Context: an optimization exercise on an open-source flow, tuned for a short achievable clock period and low power. The choices shown serve that exercise and are no tape-out recipe.
At most, simulation tests tie the RTL to the original design; equivalence was not proved.
No functional check of the RTL was part of runs 1 to 3.
Power and IR drop assume default switching activity.

==> design/flow/config.mk <==
export PLATFORM = sky130hd
export DESIGN_NAME = cpu_top
export DESIGN_NICKNAME = cpu_top
export VERILOG_FILES = /design/flow/design.v
export SDC_FILE = /design/flow/constraint.sdc
export NUM_CORES = 4
export LEC_CHECK = 0
export CAP_MARGIN = 20
export CORE_MARGIN = 2
export CORE_UTILIZATION = 40
export CTS_BUF_LIST = sky130_fd_sc_hd__clkbuf_16
export CTS_CLUSTER_DIAMETER = 120
export CTS_CLUSTER_SIZE = 30
export SLEW_MARGIN = 20
==> design/flow/constraint.sdc <==
create_clock -name core_clock -period 7.0 [get_ports {clk}]
set_input_delay 1.4000 -clock core_clock [delete_from_list [all_inputs] [get_ports {clk}]]
set_output_delay 1.4000 -clock core_clock [all_outputs]
set_load 0.01 [all_outputs]
==> design/flow/design.v <==
module cpu_top (
    input  logic       clk,
    input  logic       arst_n,
    input  logic       instr_valid,
    input  logic [6:0] opcode,
    input  logic [7:0] literal,
    output logic [7:0] reg_a,
    output logic [7:0] reg_b,
    output logic [3:0] flags      
);
    localparam logic [2:0] F_ADD = 3'd0, F_SUB = 3'd1, F_AND = 3'd2, F_OR = 3'd3,
                           F_XOR = 3'd4, F_NOT = 3'd5, F_SHL = 3'd6, F_SHR = 3'd7;
    logic       k_main;       
    logic       k_mem;        
    logic       k_wr;         
    logic       d_b;          
    logic [2:0] fn;           
    logic       x_a, x_b, x_one;    
    logic       y_b, y_l;           
    logic [2:0] mfn;          
    logic [1:0] wfn;          
    always_comb begin
        k_main = 1'b0; k_mem = 1'b0; k_wr = 1'b0;
        d_b = 1'b0; fn = F_ADD;
        x_a = 1'b0; x_b = 1'b0; x_one = 1'b0;
        y_b = 1'b0; y_l = 1'b0;
        mfn = F_ADD; wfn = 2'd0;
        if (opcode <= 7'h1B && !(opcode[4:2] == 3'b101)) begin
            k_main = 1'b1;
            d_b    = opcode[0];
            case (opcode[4:2])
                3'b000:  fn = F_ADD;    
                3'b001:  fn = F_ADD;
                3'b010:  fn = F_SUB;
                3'b011:  fn = F_AND;
                3'b100:  fn = F_OR;
                default: fn = F_XOR;    
            endcase
            if (opcode[4:2] == 3'b000) begin
                case (opcode[1:0])
                    2'd0:    y_b = 1'b1;
                    2'd1:    x_a = 1'b1;
                    default: y_l = 1'b1;
                endcase
            end else begin
                case (opcode[1:0])
                    2'd0, 2'd1: begin x_a = 1'b1; y_b = 1'b1; end
                    2'd2:       begin x_a = 1'b1; y_l = 1'b1; end
                    default:    begin x_b = 1'b1; y_l = 1'b1; end
                endcase
            end
        end else if ((opcode >= 7'h14 && opcode <= 7'h17) ||
                     (opcode >= 7'h1C && opcode <= 7'h23)) begin
            k_main = 1'b1;
            d_b    = opcode[1];
            x_a    = !opcode[0];
            x_b    = opcode[0];
            if (opcode[5])           fn = F_SHR;
            else if (opcode[3])      fn = F_SHL;
            else                     fn = F_NOT;
        end else begin
            case (opcode)
                7'h24: begin k_main = 1'b1; d_b = 1'b1; x_one = 1'b1; y_b = 1'b1; fn = F_ADD; end
                7'h2C: begin k_mem = 1'b1; mfn = F_ADD; end
                7'h30: begin k_mem = 1'b1; mfn = F_SUB; end
                7'h34: begin k_mem = 1'b1; mfn = F_AND; end
                7'h38: begin k_mem = 1'b1; mfn = F_OR;  end
                7'h3F: begin k_mem = 1'b1; mfn = F_XOR; end
                7'h3C: begin k_wr = 1'b1; wfn = 2'd0; end
                7'h43: begin k_wr = 1'b1; wfn = 2'd1; end
                7'h49: begin k_wr = 1'b1; wfn = 2'd2; end
                7'h4B: begin k_wr = 1'b1; wfn = 2'd3; end
                default: ;
            endcase
        end
    end
    logic a_main, a_mem, a_wr;      
    assign a_main = instr_valid & k_main;
    assign a_mem  = instr_valid & k_mem;
    assign a_wr   = instr_valid & k_wr;
    logic [7:0] mem [0:255];
    logic [7:0] m;
    assign m = mem[literal];
    logic [7:0] x, y, yy, r_main;
    logic       sub, cin, c_main, v_main, z_main;
    logic [8:0] sum;
    assign x = ({8{a_main & x_a}} & reg_a) | ({8{a_main & x_b}} & reg_b) |
               {7'd0, a_main & x_one};
    assign y = ({8{a_main & y_b}} & reg_b) | ({8{a_main & y_l}} & literal);
    assign sub = (fn == F_SUB);
    assign yy  = y ^ {8{sub}};
    assign cin = sub;
    assign sum = {1'b0, x} + {1'b0, yy} + {8'd0, cin};
    always_comb begin
        r_main = sum[7:0];
        c_main = 1'b0;
        v_main = 1'b0;
        case (fn)
            F_ADD, F_SUB: begin
                r_main = sum[7:0];
                c_main = sum[8] ^ sub;    
                v_main = (x[7] == yy[7]) && (sum[7] != x[7]);
            end
            F_AND: r_main = x & y;
            F_OR:  r_main = x | y;
            F_XOR: r_main = x ^ y;
            F_NOT: r_main = ~x;
            F_SHL: begin r_main = {x[6:0], 1'b0}; c_main = x[7]; end
            default: begin r_main = {1'b0, x[7:1]}; c_main = x[0]; end
        endcase
    end
    assign z_main = (r_main == 8'd0);
    logic [7:0] ma, mm, r_mem, p_mem, t_mem;
    logic       msub, c_mem, v_mem, z_mem, z_arith;
    logic [8:0] msum;
    assign ma   = {8{a_mem}} & reg_a;
    assign mm   = m;
    assign msub = (mfn == F_SUB);
    assign t_mem = mm ^ {8{msub}};
    assign msum = {1'b0, ma} + {1'b0, t_mem} + {8'd0, msub};
    assign p_mem   = ma ^ t_mem;
    assign z_arith = (p_mem[0] == msub) &
                     (p_mem[7:1] == (ma[6:0] | t_mem[6:0]));
    always_comb begin
        r_mem = msum[7:0];
        c_mem = 1'b0;
        v_mem = 1'b0;
        z_mem = z_arith;
        case (mfn)
            F_ADD, F_SUB: begin
                r_mem = msum[7:0];
                c_mem = msum[8] ^ msub;
                v_mem = (ma[7] == t_mem[7]) && (msum[7] != ma[7]);
                z_mem = z_arith;
            end
            F_AND:   begin r_mem = ma & mm; z_mem = (r_mem == 8'd0); end
            F_OR:    begin r_mem = ma | mm; z_mem = (r_mem == 8'd0); end
            default: begin r_mem = ma ^ mm; z_mem = (r_mem == 8'd0); end
        endcase
    end
    logic [7:0] wa, wd, inc;
    logic       c_wr, v_wr, m_ones;
    assign wa     = {8{a_wr}} & reg_a;
    assign inc    = m + 8'd1;
    assign m_ones = (m == 8'hFF);
    always_comb begin
        wd   = 8'd0;
        c_wr = 1'b0;
        v_wr = 1'b0;
        if (a_wr) begin
            case (wfn)
                2'd0: wd = ~wa;
                2'd1: begin wd = {wa[6:0], 1'b0}; c_wr = wa[7]; end
                2'd2: begin wd = inc; c_wr = m_ones; v_wr = (m == 8'h7F); end
                default: ;
            endcase
        end
    end
    logic       ld_a, ld_b, ld_f;
    logic [7:0] res_a;
    logic [3:0] nflags;
    assign ld_a = (a_main & !d_b) | a_mem;
    assign ld_b = a_main & d_b;
    assign ld_f = a_main | a_mem | a_wr;
    assign res_a = a_mem ? r_mem : r_main;
    always_comb begin
        if (a_mem)
            nflags = {z_mem, r_mem[7], c_mem, v_mem};
        else if (a_wr)
            nflags = {(wd == 8'd0), wd[7], c_wr, v_wr};
        else
            nflags = {z_main, r_main[7], c_main, v_main};
    end
    always_ff @(posedge clk or negedge arst_n) begin
        if (!arst_n)   reg_a <= 8'd0;
        else if (ld_a) reg_a <= res_a;
    end
    always_ff @(posedge clk or negedge arst_n) begin
        if (!arst_n)   reg_b <= 8'd0;
        else if (ld_b) reg_b <= r_main;
    end
    always_ff @(posedge clk or negedge arst_n) begin
        if (!arst_n)   flags <= 4'd0;
        else if (ld_f) flags <= nflags;
    end
    always_ff @(posedge clk) begin
        if (a_wr) mem[literal] <= wd;
    end
endmodule
==> design/flow/run.sh <==
#!/bin/bash
# synth_recipe.tcl (not shown) runs the flow's synth.tcl, then flattens the netlist and writes it again
# the make line also repeats each setting of config.mk as NAME=value (left out here)
make -C /OpenROAD-flow-scripts/flow DESIGN_CONFIG=/design/flow/config.mk WORK_HOME=/design/flow/orfs CLKGATE_MAP_FILE= SYNTH_SCRIPT=/design/flow/synth_recipe.tcl finish
==> results of run 1 <==
per-layer routing:
| metal | global-route usage (%) | routed length (µm) |
|---|---|---|
| met5 | 0 | 20 |
| met4 | 8.19 | 10600 |
| met3 | 3.65 | 22200 |
| met2 | 35.5 | 115000 |
| met1 | 32.4 | 101000 |
through the flow:
stage | utilization (%) | cell area (µm²) | hold slack [ns] | TNS, ns
finish | 44.6 | 93600 | 0.580 | 0
global route | 44.6 | 93600 | 0.627 | 0
CTS | 44.6 | 93600 | 0.571 | 0
detailed placement | 43.5 | 91300 | 0.543 | -0.0291
global placement | 43.5 | 91300 | 0.541 | -0.0695
floorplan | - | 84500 | 0.547 | -328.58
area by class of cell:
type / instances / area, µm² / share of cell area (%)
multi-input cells: 2132 / 20600 / 22.1
clock buffers: 82 / 2050 / 2.19
clock inverters: 18 / 204 / 0.218
repair buffers: 524 / 4920 / 5.26
well taps: 2805 / 3510 / 3.75
inverters: 61 / 231 / 0.247
flip-flops and latches: 2068 / 62000 / 66.3
diodes: 5 / 12.5 / 0.0134
synthesized netlist by cell type, drive strengths merged (6+ instances only):
cell,n
mux2,12
xor2,9
nor2b,15
o211ai,12
o221ai,10
nand4,31
and2,8
a32o,6
dfrtp,20
a22oi,211
a32oi,12
nor2,335
a21oi,78
inv,60
ha,57
buf,149
nor3,27
nand3,137
edfxtp,2048
and3,11
a31oi,13
a221oi,20
nor4,15
mux4,361
xnor2,32
and4,7
o21ai,37
o22ai,20
a22o,16
clkbuf,126
mux2i,363
a21o,11
nand2,141
a221o,7
nor4b,8
nand2b,14
a211oi,12
power by group:
part           leakage (nW)  switching, mW  internal [mW]
Clock                  1.12           3.72           2.18
Combinational          9.95          0.818          0.498
Sequential             17.5         0.0618           13.4
Total                  28.5           4.60           16.1
worst min path at each step:
stage                         startpoint  cells past startpoint                   end
finish              flags[0]$_DFFE_PN0P_                      2  flags[0]$_DFFE_PN0P_
global route        flags[0]$_DFFE_PN0P_                      2  flags[0]$_DFFE_PN0P_
CTS                 flags[0]$_DFFE_PN0P_                      2  flags[0]$_DFFE_PN0P_
detailed placement  flags[2]$_DFFE_PN0P_                      2  flags[2]$_DFFE_PN0P_
global placement    flags[2]$_DFFE_PN0P_                      2  flags[2]$_DFFE_PN0P_
floorplan           reg_b[0]$_DFFE_PN0P_                      2  reg_b[0]$_DFFE_PN0P_
state kept, by name, indices dropped and copies added (netlist names):
name and count:
mem 2048, reg_a 8, reg_b 8, flags 4
kinds of logic (layout without fill, tap and decap cells):
family / count (synthesis) / after routing / synth area share (%)
flops: 2068 / 2068 / 73.4
xor+xnor: 41 / 41 / 0.425
buf+inv: 337 / 685 / 2.31
mux: 736 / 736 / 14.2
simple gates: 781 / 781 / 4.35
fa+ha+maj: 59 / 59 / 0.892
other cells: 0 / 5 / 0
compound gates: 515 / 515 / 4.43
critical path, cell delays in order:
cell,delay [ns]
buf_2,0.27
buf_12,0.26
or4b_2,0.98
nor2_2,0.49
nand3_1,0.43
nand3_1,0.23
nor4_1,0.10
o2111ai_1,0.27
buf_4,0.21
nor2_4,0.04
mux2i_1,0.20
fa_1,0.49
nand2_1,0.09
nand2_1,0.06
a21o_1,0.19
a21o_1,0.18
a21oi_1,0.22
o21bai_1,0.09
a21oi_1,0.18
xnor2_1,0.14
o22a_1,0.17
o221ai_1,0.11
==> results.cfg, run 1 <==
[placed_design]
dpl.cell_count = 7590
portBuffers = 37
pre_cts_slack_ns = -0.0195
gp_congestion = 0.929
dp_hpwl_um = 172000

[critical_path]
reg2reg_to = flags[3]$_DFFE_PN0P_
critPathArrivalTime_ns = 6.89
cp-start-kind = input port
required_ns = 7.61
reg2reg_depth = 18
crit_type = in2reg
crit_end = flags[1]$_DFFE_PN0P_
path_max_fanout = 23
r2r_slack_ns = 2.01
startpoint = literal[5]
worstReg2RegStart = mem[217][1]$_DFFE_PP_
cp-end-kind = flop

[finish]
final_cell_mix = edfxtp_1, buf_4, mux2i_1, mux4_2, nor2_1
layoutNonFillerInstCount = 7695
drive_gt1_share_pct = 20.5
layout_commonest_cell = edfxtp_1
area_delta_synth_final_pct = 10.9
fill_cells = 18000
fin_nets = 4945

[synthesis]
synth.top_cell.area_share_pct = 72.8
yosysSeqAreaShare_pct = 73.4
yosys-top-cells-area = edfxtp_1, mux4_2, mux2i_1
yosys.area.top_type = edfxtp_1
synth_edf_count = 2048
ys.flop_type = edfxtp_1
synth-async-reset-ratio_pct = 0.967
ys_types = 95
yosys_register_bits = 2068
synth_cells = 4537
yosysWarningCount = 1
synth_area_um2 = 84400
avgSynthCellArea_um2 = 18.6
synth_nets = 4614

[hold_path]
min_path_type = reg2reg

[drt]
wl_um = 249000
drt_iter0_markers = 6405
viasPerCell = 6.04
vias = 46400
drcViolationCount = 0
detail-route-antenna-nets = 0
firstDrtPassIters = 6
drt-wirelength-per-cell_um = 32.4

[power_and_ir_drop]
total_power_mw = 20.7
p_leak_nw = 28.5
p_per_area_nw_per_um2 = 221
vdd_drop_max_uv = 231

[global_routing]
antenna_found_initial = 7
grt_pass1_vias = 44700
overflow = 0
grt_pass1_wl_um = 349000
grt_max_degree = 81
grt_usage_pct = 22.8

[floorplanning]
rows = 168
die_h_um = 463
die_area_um2 = 215000
start_util_pct = 40.2
die_x_um = 463
coreArea_um2 = 210000
ios = 38

[clocking]
postCtsSetupBuffers = 0
clock_latency_ns = 0.77
cts_sinks = 2068
cts_hold_buf = 0
root_buffer = clkbuf_16
clkTransAtPathRegs_ns = 0.11
clk_path_buf_depth = 3
h-tree-depth = 3
cts_made_buffers = 81
cts_resized = 0
cts_tree = built

[timing]
finalHoldViolCount = 0
worstMarginPinSlew_ns = 1.17
slew_headroom_pct = 21.0
skew_ns = 0.0459
report.final.slew_viol_count = 0
rsz0062_at_grt = false
setup_ws_ns = 0.722
setup_viol = 0
period_share_pct = 89.7
period_minus_slack_ns = 6.28
max_freq_mhz = 159

[run_status]
status = timing/DRC/antenna clean

[run]
drv_cap = 0
==> inputs of run 2 (changes only) <==
--- a/design/flow/design.v
+++ b/design/flow/design.v
@@ -80,7 +80,19 @@
     assign a_wr   = instr_valid & k_wr;
     logic [7:0] mem [0:255];
     logic [7:0] m;
-    assign m = mem[literal];
+    logic [7:0] rd1 [0:63];
+    logic [7:0] rd2 [0:15];
+    logic [7:0] rd3 [0:3];
+    for (genvar i = 0; i < 64; i++) begin : g_rd1
+        assign rd1[i] = mem[4*i + literal[1:0]];
+    end
+    for (genvar i = 0; i < 16; i++) begin : g_rd2
+        assign rd2[i] = rd1[4*i + literal[3:2]];
+    end
+    for (genvar i = 0; i < 4; i++) begin : g_rd3
+        assign rd3[i] = rd2[4*i + literal[5:4]];
+    end
+    assign m = rd3[literal[7:6]];
     logic [7:0] x, y, yy, r_main;
     logic       sub, cin, c_main, v_main, z_main;
     logic [8:0] sum;
@@ -90,7 +102,7 @@
     assign sub = (fn == F_SUB);
     assign yy  = y ^ {8{sub}};
     assign cin = sub;
-    assign sum = {1'b0, x} + {1'b0, yy} + {8'd0, cin};
+    add8 u_add_main (.a(x), .b(yy), .cin(cin), .s(sum[7:0]), .c7(), .cout(sum[8]));
     always_comb begin
         r_main = sum[7:0];
         c_main = 1'b0;
@@ -117,7 +129,8 @@
     assign mm   = m;
     assign msub = (mfn == F_SUB);
     assign t_mem = mm ^ {8{msub}};
-    assign msum = {1'b0, ma} + {1'b0, t_mem} + {8'd0, msub};
+    logic mc7;
+    add8 u_add_mem (.a(ma), .b(t_mem), .cin(msub), .s(msum[7:0]), .c7(mc7), .cout(msum[8]));
     assign p_mem   = ma ^ t_mem;
     assign z_arith = (p_mem[0] == msub) &
                      (p_mem[7:1] == (ma[6:0] | t_mem[6:0]));
@@ -130,7 +143,7 @@
             F_ADD, F_SUB: begin
                 r_mem = msum[7:0];
                 c_mem = msum[8] ^ msub;
-                v_mem = (ma[7] == t_mem[7]) && (msum[7] != ma[7]);
+                v_mem = mc7 ^ msum[8];
                 z_mem = z_arith;
             end
             F_AND:   begin r_mem = ma & mm; z_mem = (r_mem == 8'd0); end
@@ -187,3 +200,36 @@
         if (a_wr) mem[literal] <= wd;
     end
 endmodule
+module add8 (
+    input  logic [7:0] a,
+    input  logic [7:0] b,
+    input  logic       cin,
+    output logic [7:0] s,
+    output logic       c7,      
+    output logic       cout
+);
+    logic [7:0] p, g;
+    logic [7:0] g1, p1, g2, p2, g3, p3;
+    logic [8:0] c;
+    assign p = a ^ b;
+    assign g = a & b;
+    always_comb begin
+        for (int i = 0; i < 8; i++) begin
+            if (i >= 1) begin g1[i] = g[i] | (p[i] & g[i-1]); p1[i] = p[i] & p[i-1]; end
+            else        begin g1[i] = g[i];                  p1[i] = p[i]; end
+        end
+        for (int i = 0; i < 8; i++) begin
+            if (i >= 2) begin g2[i] = g1[i] | (p1[i] & g1[i-2]); p2[i] = p1[i] & p1[i-2]; end
+            else        begin g2[i] = g1[i];                    p2[i] = p1[i]; end
+        end
+        for (int i = 0; i < 8; i++) begin
+            if (i >= 4) begin g3[i] = g2[i] | (p2[i] & g2[i-4]); p3[i] = p2[i] & p2[i-4]; end
+            else        begin g3[i] = g2[i];                    p3[i] = p2[i]; end
+        end
+        c[0] = cin;
+        for (int i = 0; i < 8; i++) c[i+1] = g3[i] | (p3[i] & cin);
+    end
+    assign s    = p ^ c[7:0];
+    assign c7   = c[7];
+    assign cout = c[8];
+endmodule
--- a/design/flow/config.mk
+++ b/design/flow/config.mk
@@ -9,6 +9,6 @@
 export CORE_MARGIN = 2
 export CORE_UTILIZATION = 40
 export CTS_BUF_LIST = sky130_fd_sc_hd__clkbuf_16
-export CTS_CLUSTER_DIAMETER = 120
-export CTS_CLUSTER_SIZE = 30
+export CTS_CLUSTER_DIAMETER = 100
+export CTS_CLUSTER_SIZE = 25
 export SLEW_MARGIN = 20
==> run 2 against run 1 <==
Against the previous run:
- clock power up 6.1%
- cell count down 2.4%
- first-iteration DRC count down 1.2%
- clock-buffer cell count up 14
- synthesized cell count down 3.6%
- critical endpoint is now flags[2]$_DFFE_PN0P_
==> results.cfg, run 2 <==
[power_and_ir_drop]
pwr-share-clk_pct = 29.9
p_sw_mw = 4.58
total_power_mw = 21.0
p_leak_nw = 27.1
p_sw_share_pct = 21.8
intPower_mw = 16.4
vdd_drop_max_uv = 171
combinationalPowerShare_pct = 5.8
p_per_area_nw_per_um2 = 225
seqPwrFrac_pct = 64.3

[placed_design]
portBuffers = 37
pre_cts_slack_ns = -0.229
dp_hpwl_um = 159000
dpl.cell_count = 7385
gp_congestion = 0.923

[hold_path]
min_to = flags[2]$_DFFE_PN0P_
min-delay-start = flags[2]$_DFFE_PN0P_
holdPathStages = 1
min_path_type = reg2reg

[global_routing]
grt_max_degree = 209
grt_pass1_wl_um = 339000
grt_pass1_vias = 44000
grt_usage_pct = 21.9
antenna_found_initial = 10
overflow = 0

[critical_path]
r2r_slack_ns = 1.58
worstReg2RegStart = mem[44][0]$_DFFE_PP_
path_max_fanout = 22
reg2reg_depth = 20
crit_type = in2reg
required_ns = 7.66
cp-start-kind = input port
critPathArrivalTime_ns = 7.18
cp-end-kind = flop
reg2reg_to = flags[2]$_DFFE_PN0P_

[synthesis]
yosysWarningCount = 5
synth_edf_count = 2048
ys_types = 98
yosysSeqAreaShare_pct = 73.1
synth_most_common_cell = edfxtp_1
ys.flop_type = edfxtp_1
synth_area_um2 = 84800
avgSynthCellArea_um2 = 19.4
yosys.area.top_type = edfxtp_1
synth_cells = 4373
yosys-top-cells-area = edfxtp_1, mux4_2, mux2i_1
yosys-top-cells-count = edfxtp_1, mux4_2, nor2_1
yosys_register_bits = 2068
synth_nets = 4451
synth.top_cell.area_share_pct = 72.5
synth-async-reset-ratio_pct = 0.967

[finish]
area_delta_synth_final_pct = 9.82
largest_reg_flops = 2048
drive_gt1_share_pct = 21.7
final_cell_mix = edfxtp_1, mux4_2, buf_4, nor2_1, mux2i_1
layoutNonFillerInstCount = 7507
fin_nets = 4740
layout_commonest_cell = edfxtp_1
top_regs = mem: 2048 flops, reg_a: 8 flops, reg_b: 8 flops
fill_cells = 18200
largest-register = mem

[floorplanning]
rows = 169
start_util_pct = 40.1
coreArea_um2 = 211000
die_h_um = 464
ios = 38
die_x_um = 464
die_area_um2 = 216000

[drt]
detail-route-antenna-nets = 0
vias = 45200
firstDrtPassIters = 6
viasPerCell = 6.01
drcViolationCount = 0
wl_um = 240000
drt-wirelength-per-cell_um = 32.0
drt_iter0_markers = 6328

[timing]
setup_viol = 0
skew_ns = 0.0507
rsz0062_at_grt = false
setup_tns_ns = 0
period_share_pct = 93.2
report.final.slew_viol_count = 0
period_minus_slack_ns = 6.52
setup_ws_ns = 0.477
slew_headroom_pct = 20.7
finalHoldViolCount = 0
max_freq_mhz = 153
worstMarginPinSlew_ns = 1.19
fin_hold_ws_ns = 0.540

[clocking]
cts_resized = 0
clock_latency_ns = 0.77
clk_path_buf_depth = 3
cts_sinks = 2068
cts_tree = built
cts_made_buffers = 94
h-tree-depth = 3
root_buffer = clkbuf_16
clkTransAtPathRegs_ns = 0.09
postCtsSetupBuffers = 0
cts_hold_buf = 0

[run_status]
status = timing/DRC/antenna clean

[run]
drv_cap = 0
[run 2: changes by cell type after synthesis, sizes merged, moves of 18 or more]
cell	previous run	this run
a22oi	211	136
mux2i	363	219
o22ai	20	38
mux4	361	433
mux2	12	45
nand3	137	43
[run 2: worst max-delay path by stage]
stage / start / end
finish: literal[0] / flags[2]$_DFFE_PN0P_
global route: literal[0] / flags[2]$_DFFE_PN0P_
CTS: literal[0] / flags[2]$_DFFE_PN0P_
detailed placement: literal[0] / flags[2]$_DFFE_PN0P_
global placement: literal[0] / flags[2]$_DFFE_PN0P_
floorplan: literal[0] / mem[0][5]$_DFFE_PP_
[run 2: kinds of logic after synthesis]
family	synth area share, %
AO/OA/AOI/OAI	4.24
multiplexers	14.9
AND/OR/NAND/NOR	3.61
flip-flops	73.1
XOR/XNOR	0.454
adder cells (fa/ha/maj)	0.885
buffers and inverters	2.77
[run 2: power groups by stage]
stage	Sequential, mW	Clock [mW]	Combinational [mW]
finish	13.5	6.26	1.23
global placement	13.8	0	1.21
detailed placement	13.8	0	1.21
floorplan	13.7	0	0.735
CTS	13.5	6.36	1.22
global route	13.5	6.74	1.28
[run 2: critical path, stage by stage]
cell	delay, ns
buf_8	0.28
buf_12	0.29
buf_12	0.20
mux4_2	0.53
mux4_2	0.57
nor4_1	0.92
a21oi_1	0.18
o311ai_4	0.21
xor2_1	0.23
inv_1	0.07
ha_1	0.29
a41o_1	0.22
a21o_1	0.19
a21oi_1	0.21
o21bai_1	0.10
a21oi_1	0.20
o21ai_0	0.20
xor2_1	0.20
a21oi_1	0.17
nor3_1	0.07
o32a_1	0.33
[run 2: metrics by stage]
stage          instance area, µm²  util, %
6_report                    93100     44.0
5_1_grt                     93100     44.0
4_1_cts                     93100     44.0
3_5_place_dp                90500     42.8
3_3_place_gp                90500     42.8
2_1_floorplan               84900        -
[run 2: final cells by class]
type / count / area (µm²) / share of cell area (%)
Clock inverter: 18 / 140 / 0.150
Tap cell: 2821 / 3530 / 3.79
Inverter: 62 / 238 / 0.255
Timing Repair Buffer: 448 / 4140 / 4.44
Sequential cell: 2068 / 62000 / 66.6
Antenna cell: 6 / 15.0 / 0.0161
Multi-Input combinational cell: 1988 / 20700 / 22.2
Clock buffer: 96 / 2400 / 2.58
[run 2: routing by layer]
metal,wire length (µm),vias up,GRT usage [%]
li1,-,18400,-
met3,20800,353,3.39
met4,7210,0,6.48
met1,100000,24100,31.9
met5,0,-,0
met2,112000,2286,34.1
==> inputs of run 3 (changes only) <==
--- a/design/flow/design.v
+++ b/design/flow/design.v
@@ -196,8 +196,20 @@
         if (!arst_n)   flags <= 4'd0;
         else if (ld_f) flags <= nflags;
     end
-    always_ff @(posedge clk) begin
-        if (a_wr) mem[literal] <= wd;
+    logic       a_clr;
+    logic [255:0] sel;
+    assign a_clr = a_wr & (wfn == 2'd3);
+    always_comb begin
+        sel = 256'd0;
+        sel[literal] = 1'b1;
+    end
+    for (genvar i = 0; i < 256; i++) begin : g_word
+        logic keep, load;
+        assign keep = ~(a_wr & sel[i]);
+        assign load = a_wr & ~a_clr & sel[i];
+        always_ff @(posedge clk) begin
+            mem[i] <= (mem[i] & {8{keep}}) | (wd & {8{load}});
+        end
     end
 endmodule
 module add8 (
--- a/design/flow/config.mk
+++ b/design/flow/config.mk
@@ -5,10 +5,13 @@
 export SDC_FILE = /design/flow/constraint.sdc
 export NUM_CORES = 4
 export LEC_CHECK = 0
+export ABC_CLOCK_PERIOD_IN_PS = 3500
 export CAP_MARGIN = 20
 export CORE_MARGIN = 2
-export CORE_UTILIZATION = 40
+export CORE_UTILIZATION = 50
 export CTS_BUF_LIST = sky130_fd_sc_hd__clkbuf_16
 export CTS_CLUSTER_DIAMETER = 100
 export CTS_CLUSTER_SIZE = 25
+export SETUP_SLACK_MARGIN = 3.0
 export SLEW_MARGIN = 20
+export TNS_END_PERCENT = 5
==> run 3 against run 2 <==
Against the previous run:
- critical path depth rose by 6
- setup slack improved by 0.37 ns
- synthesized cell count rose by 120%
- non-clock buffer count up 610
- clock-buffer cell count is 2 lower
==> results.cfg, run 3 <==
[synthesis]
ys_types = 97
synth_most_common_cell = nand2_1
ys.flop_type = dfxtp_1
avgSynthCellArea_um2 = 8.40
yosysWarningCount = 6
yosys.area.top_type = dfxtp_1
yosys_register_bits = 2068
muxShareOfSynthArea_pct = 0.323
synthSimpleGateAreaFrac_pct = 14.1
synth_edf_count = 0
synth_cells = 9771
synth_top_family_by_area = compound AO/OA/AOI/OAI gates
synth_nets = 9854
yosysSeqAreaShare_pct = 50.6
synth_compound_area_share_pct = 28.4
synth_area_um2 = 82100
synth.top_cell.area_share_pct = 50.0
synth-async-reset-ratio_pct = 0.967
synth_fa_ha_area_share_pct = 0.991
yosys-top-cells-count = nand2_1, dfxtp_1, o21ai_0
yosys-top-cells-area = dfxtp_1, o21ai_0, nand2_1
synthXorXnorAreaFrac_pct = 0.470

[drt]
detail-route-antenna-nets = 0
drcViolationCount = 0
drt_iter0_markers = 10500
vias = 78300
viasPerCell = 6.39
drt-wirelength-per-cell_um = 28.8
firstDrtPassIters = 7
wl_um = 354000

[finish]
drive_gt1_share_pct = 13.9
multi_input_area_um2 = 37500
layout_commonest_cell = nand2_1
fill_cells = 14700
regArea_um2 = 41500
fin_nets = 10100
final_cell_mix = nand2_1, dfxtp_1, o21ai_0, buf_4, a22oi_1
largest-register = mem
top_regs = mem: 2048 flops, reg_a: 8 flops, reg_b: 8 flops
largest_reg_flops = 2048
area_delta_synth_final_pct = 15.9

[timing]
max_freq_mhz = 163
period_share_pct = 87.9
finalHoldViolCount = 0
setup_tns_ns = 0
report.final.slew_viol_count = 0
period_minus_slack_ns = 6.15
rsz0062_at_grt = true
slew_headroom_pct = 21.4
fin_hold_ws_ns = 0.449
setup_ws_ns = 0.850
skew_ns = 0.0416
worstMarginPinSlew_ns = 1.17
setup_viol = 0

[global_routing]
grt_pass1_vias = 70500
grt_max_degree = 114
grt_pass1_wl_um = 496000
antenna_found_initial = 24
grt_usage_pct = 39.9
overflow = 0

[floorplanning]
start_util_pct = 50.4
die_area_um2 = 167000
die_h_um = 409
ios = 38
coreArea_um2 = 163000
rows = 148
die_x_um = 409

[critical_path]
cp-start-kind = input port
path_max_fanout = 31
crit_type = in2reg
required_ns = 7.64
cp-end-kind = flop
critPathArrivalTime_ns = 6.79

[clocking]
cts_made_buffers = 94
clkTransAtPathRegs_ns = 0.09
cts_tree = built
root_buffer = clkbuf_16
h-tree-depth = 3
cts_hold_buf = 0
cts_sinks = 2068
clock_latency_ns = 0.80
clk_path_buf_depth = 3

[placed_design]
portBuffers = 37
gp_congestion = 1.06
dp_hpwl_um = 242000
pre_cts_slack_ns = -0.764

[power_and_ir_drop]
p_leak_nw = 32.6
p_per_area_nw_per_um2 = 214
total_power_mw = 20.4
vdd_drop_max_uv = 215

[run_status]
status = timing/DRC/antenna clean

[hold_path]
min_path_type = reg2reg

[run]
drv_cap = 0
-- run 3: changes by cell type after synthesis, moves of 378 or more --
cell      change
nand2_1    +2196
o21ai_0    +1828
dfxtp_1    +2048
clkbuf_1    +409
a22oi_1     +378
edfxtp_1   -2048
-- run 3: what timing repair did --
item                       4_1_cts  5_1_grt
gates resized for setup        160      188
setup endpoints to repair     2068     2068
setup buffers                   27       28
cloned                           3       25
pin swaps                       35       77
-- run 3: layer usage --
layer | global-route usage (%) | routed length, µm | share of wire, %
met2 | 58.1 | 146000 | 41
met3 | 11.0 | 40100 | 11
met1 | 52.3 | 141000 | 40
met4 | 24.6 | 26900 | 7.6
met5 | 0.316 | 228 | 0.064
-- run 3: logic make-up (layout without fill, tap and decap cells) --
group                      after synthesis  count (layout)
and+or+nand+nor                       2838            2838
adders and majority gates               65              65
other                                    0              22
buffers and inverters                  942            1231
muxes                                   24              24
AOI/OAI and AO/OA                     3790            3790
xor gates and xnor gates                44              44
DFF                                   2068            2068
-- run 3: cell type report --
type	count	area share [%]
Sequential cell	2068	43.6
Multi-Input combinational cell	6761	39.5
Timing Repair Buffer	1058	11.0
Tap cell	2175	2.86
Clock buffer	94	2.47
Inverter	63	0.275
Clock inverter	16	0.226
Antenna cell	22	0.0579
-- run 3: path summary, 6_finish.rpt --
kind,startpoint,end,slack (ns),depth (start not counted)
setup reg to reg,mem[0][0]$_DFF_P_,mem[60][4]$_DFF_P_,1.78,22
setup / recovery,literal[0],flags[2]$_DFFE_PN0P_,0.85,27
max in group asynchronous,arst_n,reg_b[6]$_DFFE_PN0P_,5.21,1
hold / removal,mem[10][7]$_DFF_P_,mem[10][7]$_DFF_P_,0.45,2
hold reg to reg,mem[10][7]$_DFF_P_,mem[10][7]$_DFF_P_,0.45,2
min in group asynchronous,arst_n,reg_b[7]$_DFFE_PN0P_,1.19,1
-- run 3: critical path, stage by stage --
cell and delay [ns]:
buf_6 0.07, buf_8 0.12, clkinvlp_4 0.14, ha_4 0.21, buf_4 0.23, bufbuf_16 0.36
a22o_1 0.23, a221oi_1 0.64, o21ai_0 0.19, nor4_1 0.47, nor3_1 0.11, a211o_1 0.36
and3_4 0.20, buf_12 0.14, inv_1 0.08, xnor2_1 0.14, inv_1 0.07, ha_1 0.30
a21o_1 0.21, a21oi_2 0.16, o21ai_2 0.08, a31o_4 0.25, xor2_2 0.18, a21oi_2 0.16
nand2_1 0.07, o21ai_1 0.08, a21oi_1 0.05
-- run 3: power breakdown --
part           total, mW  switching (mW)  internal, mW
Combinational       2.05            1.34         0.707
Clock               6.47            3.93          2.54
Sequential          11.8          0.0591          11.8
-- run 3: stage by stage --
| step | std cells | area [µm²] | util (%) |
|---|---|---|---|
| 3_3_place_gp | 12000 | 90000 | 55.2 |
| 5_1_grt | 12200 | 95100 | 58.4 |
| 2_1_floorplan | 9771 | 82300 | - |
| 6_report | 12300 | 95100 | 58.4 |
| 3_5_place_dp | 12000 | 90000 | 55.2 |
| 4_1_cts | 12200 | 93700 | 57.5 |
==> inputs of run 4 (changes only) <==
--- a/design/flow/design.v
+++ b/design/flow/design.v
@@ -79,20 +79,25 @@
     assign a_mem  = instr_valid & k_mem;
     assign a_wr   = instr_valid & k_wr;
     logic [7:0] mem [0:255];
+    logic [15:0] lo, hi;
+    always_comb begin
+        for (int i = 0; i < 16; i++) begin
+            lo[i] = (literal[3:0] == i[3:0]);
+            hi[i] = (literal[7:4] == i[3:0]);
+        end
+    end
     logic [7:0] m;
-    logic [7:0] rd1 [0:63];
-    logic [7:0] rd2 [0:15];
-    logic [7:0] rd3 [0:3];
-    for (genvar i = 0; i < 64; i++) begin : g_rd1
-        assign rd1[i] = mem[4*i + literal[1:0]];
-    end
-    for (genvar i = 0; i < 16; i++) begin : g_rd2
-        assign rd2[i] = rd1[4*i + literal[3:2]];
-    end
-    for (genvar i = 0; i < 4; i++) begin : g_rd3
-        assign rd3[i] = rd2[4*i + literal[5:4]];
-    end
-    assign m = rd3[literal[7:6]];
+    logic [7:0] grp [0:15];
+    always_comb begin
+        for (int h = 0; h < 16; h++) begin
+            grp[h] = 8'd0;
+            for (int l = 0; l < 16; l++)
+                grp[h] = grp[h] | (mem[16*h + l] & {8{lo[l]}});
+        end
+        m = 8'd0;
+        for (int h = 0; h < 16; h++)
+            m = m | (grp[h] & {8{hi[h]}});
+    end
     logic [7:0] x, y, yy, r_main;
     logic       sub, cin, c_main, v_main, z_main;
     logic [8:0] sum;
@@ -200,8 +205,7 @@
     logic [255:0] sel;
     assign a_clr = a_wr & (wfn == 2'd3);
     always_comb begin
-        sel = 256'd0;
-        sel[literal] = 1'b1;
+        for (int i = 0; i < 256; i++) sel[i] = lo[i % 16] & hi[i / 16];
     end
     for (genvar i = 0; i < 256; i++) begin : g_word
         logic keep, load;
==> run 4 against run 3 <==
Against the previous run:
- first-iteration DRC count increased by 36%
- largest cell class is now multi-input gates
- critical path type unchanged
- maximum frequency up 9.4%
- wire length increased by 32%
- combinational power grew 9%
- clock-buffer cell count grew 2
- non-clock buffer count rose by 47
- total power grew 1.0%
- sequential cell count is the same
- clock power rose by 0.8%
- clock skew up 0.031 ns
- sequential share of layout area shrank 2.8 points
- cell count down 0.74%
==> results.cfg, run 4 <==
[run_status]
status = timing/DRC/antenna clean

[global_routing]
antenna_found_initial = 51
met3_usage_pct = 21.1
grt_usage_pct = 51.2
gr-max-usage-layer = met2
grt.met2_usage_pct = 69.2
grt_pass1_vias = 74600
overflow = 0
grt_max_degree = 166
grt_pass1_wl_um = 620000
gr-usage-met1_pct = 63.4

[placed_design]
gp_congestion = 1.08
portBuffers = 37
pre_cts_slack_ns = -0.426
dpl_cell_area_um2 = 92100
dp_hpwl_um = 310000
dpl.cell_count = 11700

[critical_path]
cp_cell_sequence = buf_16 -> buf_8 -> nor2b_4 -> buf_12 -> buf_4 -> a22o_1 -> a21oi_1 -> o221ai_1 -> o21ai_0 -> nand3_2 -> nor4_4 -> buf_4 -> buf_6 -> nor4_4 -> mux2_4 -> nor2_4 -> buf_6 -> buf_12 -> buf_12 -> buf_12 -> clkbuf_16 -> o21ai_0
crit_type = in2reg
critPathTopFamily = buffers and inverters
worstReg2RegStart = mem[64][0]$_DFF_P_
required_ns = 7.69
critPathArrivalTime_ns = 6.31
cp-start-kind = input port
path_max_fanout = 8
critPathSlowestCell = o21ai_0
worstSetupPathDepth = 22
r2r_slack_ns = 2.19
path_buf_inv = 11
cpMostUsedCell = buf_12
startpoint = literal[1]
reg2reg_depth = 21
cp-end-kind = flop
max_stage_delay_ns = 0.93

[clocking]
clkTransAtPathRegs_ns = 0.11
h-tree-depth = 3
clk_path_buf_depth = 3
root_buffer = clkbuf_16
clock_latency_ns = 0.84
cts_sinks = 2068
cts_made_buffers = 93
cts_hold_buf = 0
cts_tree = built

[timing]
report.final.slew_viol_count = 0
period_share_pct = 80.3
max_freq_mhz = 178
setup_viol = 0
period_minus_slack_ns = 5.62
setup_ws_ns = 1.38
worstMarginPinSlew_ns = 1.23
rsz0062_at_grt = true
finalHoldViolCount = 0
skew_ns = 0.0722
fin_hold_ws_ns = 0.450
slew_headroom_pct = 17.6
setup_tns_ns = 0

[drt]
drt-wirelength-per-cell_um = 38.3
vias = 85200
drt_iter0_markers = 14200
drcViolationCount = 0
viasPerCell = 7.00
detail-route-antenna-nets = 0
firstDrtPassIters = 7
wl_um = 466000

[synthesis]
synth-async-reset-ratio_pct = 0.967
synth_edf_count = 0
yosysWarningCount = 4
yosys.area.top_type = dfxtp_1
yosys-top-cells-area = dfxtp_1, nand2_1, o21ai_0
ys.flop_type = dfxtp_1
synth_nets = 9657
yosys-top-cells-count = nand2_1, dfxtp_1, o21ai_0
yosysSeqAreaShare_pct = 48.6
synth_cells = 9579
avgSynthCellArea_um2 = 8.91
synth_most_common_cell = nand2_1
ys_types = 94
synth.top_cell.area_share_pct = 48.0
yosys_register_bits = 2068
synth_area_um2 = 85400

[hold_path]
holdPathStages = 2
min_path_type = reg2reg
min-delay-start = mem[225][7]$_DFF_P_

[floorplanning]
rows = 151
coreArea_um2 = 169000
die_area_um2 = 174000
die_x_um = 417
start_util_pct = 50.4
ios = 38
die_h_um = 417

[finish]
largest-register = mem
fin_area_um2 = 102000
post-route-util_pct = 60.0
area_delta_synth_final_pct = 19.2
layout_commonest_cell = nand2_1
top_regs = mem: 2048 flops, reg_a: 8 flops, reg_b: 8 flops
fin_nets = 9962
final_cell_mix = nand2_1, dfxtp_1, o21ai_0, buf_4, o31ai_1
layoutNonFillerInstCount = 12200
drive_gt1_share_pct = 19.7
largest_reg_flops = 2048

[power_and_ir_drop]
p_per_area_nw_per_um2 = 202
vdd_drop_max_uv = 204
total_power_mw = 20.6
p_leak_nw = 36.9

[run]
drv_cap = 0
==> run 4: tightest hold or removal path, cell delays in order, from the launching register on <==
cell     delay [ns]
dfxtp_1        0.32
nand2_1        0.05
o21ai_1        0.05
==> run 4: cell families after synthesis <==
logic type	count (synthesis)	share of synthesized area [%]
AO/OA/AOI/OAI	3158	23.9
buffers and inverters	954	5.13
AND/OR/NAND/NOR	2675	13.0
flip-flops	2068	48.6
XOR/XNOR	39	0.400
adder cells (fa/ha/maj)	60	0.879
multiplexers	625	8.10
==> run 4: routing by layer <==
layer  wire length [µm]  share of wire, %  vias to the layer above
met4              47300                10                       30
met5                351             0.075                        -
li1                   -                 -                    35000
met3              71700                15                     2255
met1             167000                36                    40700
met2             180000                39                     7156
==> run 4: final timing paths <==
kind	end
min in group asynchronous	flags[3]$_DFFE_PN0P_
setup reg to reg	reg_a[6]$_DFFE_PN0P_
max in group asynchronous	flags[0]$_DFFE_PN0P_
hold / removal	mem[225][7]$_DFF_P_
hold reg to reg	mem[225][7]$_DFF_P_
setup / recovery	mem[93][7]$_DFF_P_
==> run 4: area by class of cell <==
class | instances | area [µm²]
clock buffers | 96 | 2400
multi-input cells | 6557 | 42200
diodes | 53 | 133
clock inverters | 10 | 97.6
fillers | 15000 | 67700
well taps | 2218 | 2780
repair buffers | 1105 | 12400
flip-flops and latches | 2068 | 41500
inverters | 59 | 236
==> run 4: timing repair <==
action	in CTS	in global routing
cloned	46	20
endpoints found under the setup margin	2068	2068
buffers inserted	132	110
pin swaps	58	101
gates resized for setup	354	358
==> run 4: where the power goes <==
part / switching [mW] / internal [mW]
logic: 1.51 / 0.718
registers: 0.0441 / 11.8
clock network: 4.04 / 2.48
total: 5.59 / 15.0

-- what the ideal ports hide --
The flow's constraints put no driver on any port. The routed layouts listed below were extracted and timed again, unchanged, in two steps.
Step 1, drivers: a clkbuf_16 drives clk and a buf_2 each remaining input, both assumed.
Step 2 moves the port delays by t, midway between the first and last clock arrival at a register: inputs arrive t later, outputs are due t later. That takes back most of the time a late clock gives input paths.
Three values: no drivers, after step 1, after step 2; two values: the first two.
| run | t, ns | setup slack, ns | hold slack, ns | latest minus earliest clock arrival (ns) | worst data-port slew with drivers (ns) |
|---|---|---|---|---|---|
| run 1 | 0.837 | 0.722 / 0.751 / -0.086 | 0.580 / 0.580 / 0.580 | 0.046 / 0.046 | 0.09 |
| run 2 | 0.831 | 0.477 / 0.495 / -0.336 | 0.540 / 0.540 / 0.540 | 0.051 / 0.050 | 0.11 |
| run 3 | 0.870 | 0.850 / 0.892 / 0.022 | 0.449 / 0.449 / 0.449 | 0.042 / 0.042 | 0.08 |
| run 4 | 0.893 | 1.379 / 1.224 / 0.331 | 0.450 / 0.450 / 0.450 | 0.073 / 0.072 | 0.35 |
Met with ideal ports but missed after step 2: setup timing in run 1 and run 2. For run 4, which loses most, drivers alone change the setup slack by -0.155 ns; drivers and shift together by -1.048 ns.
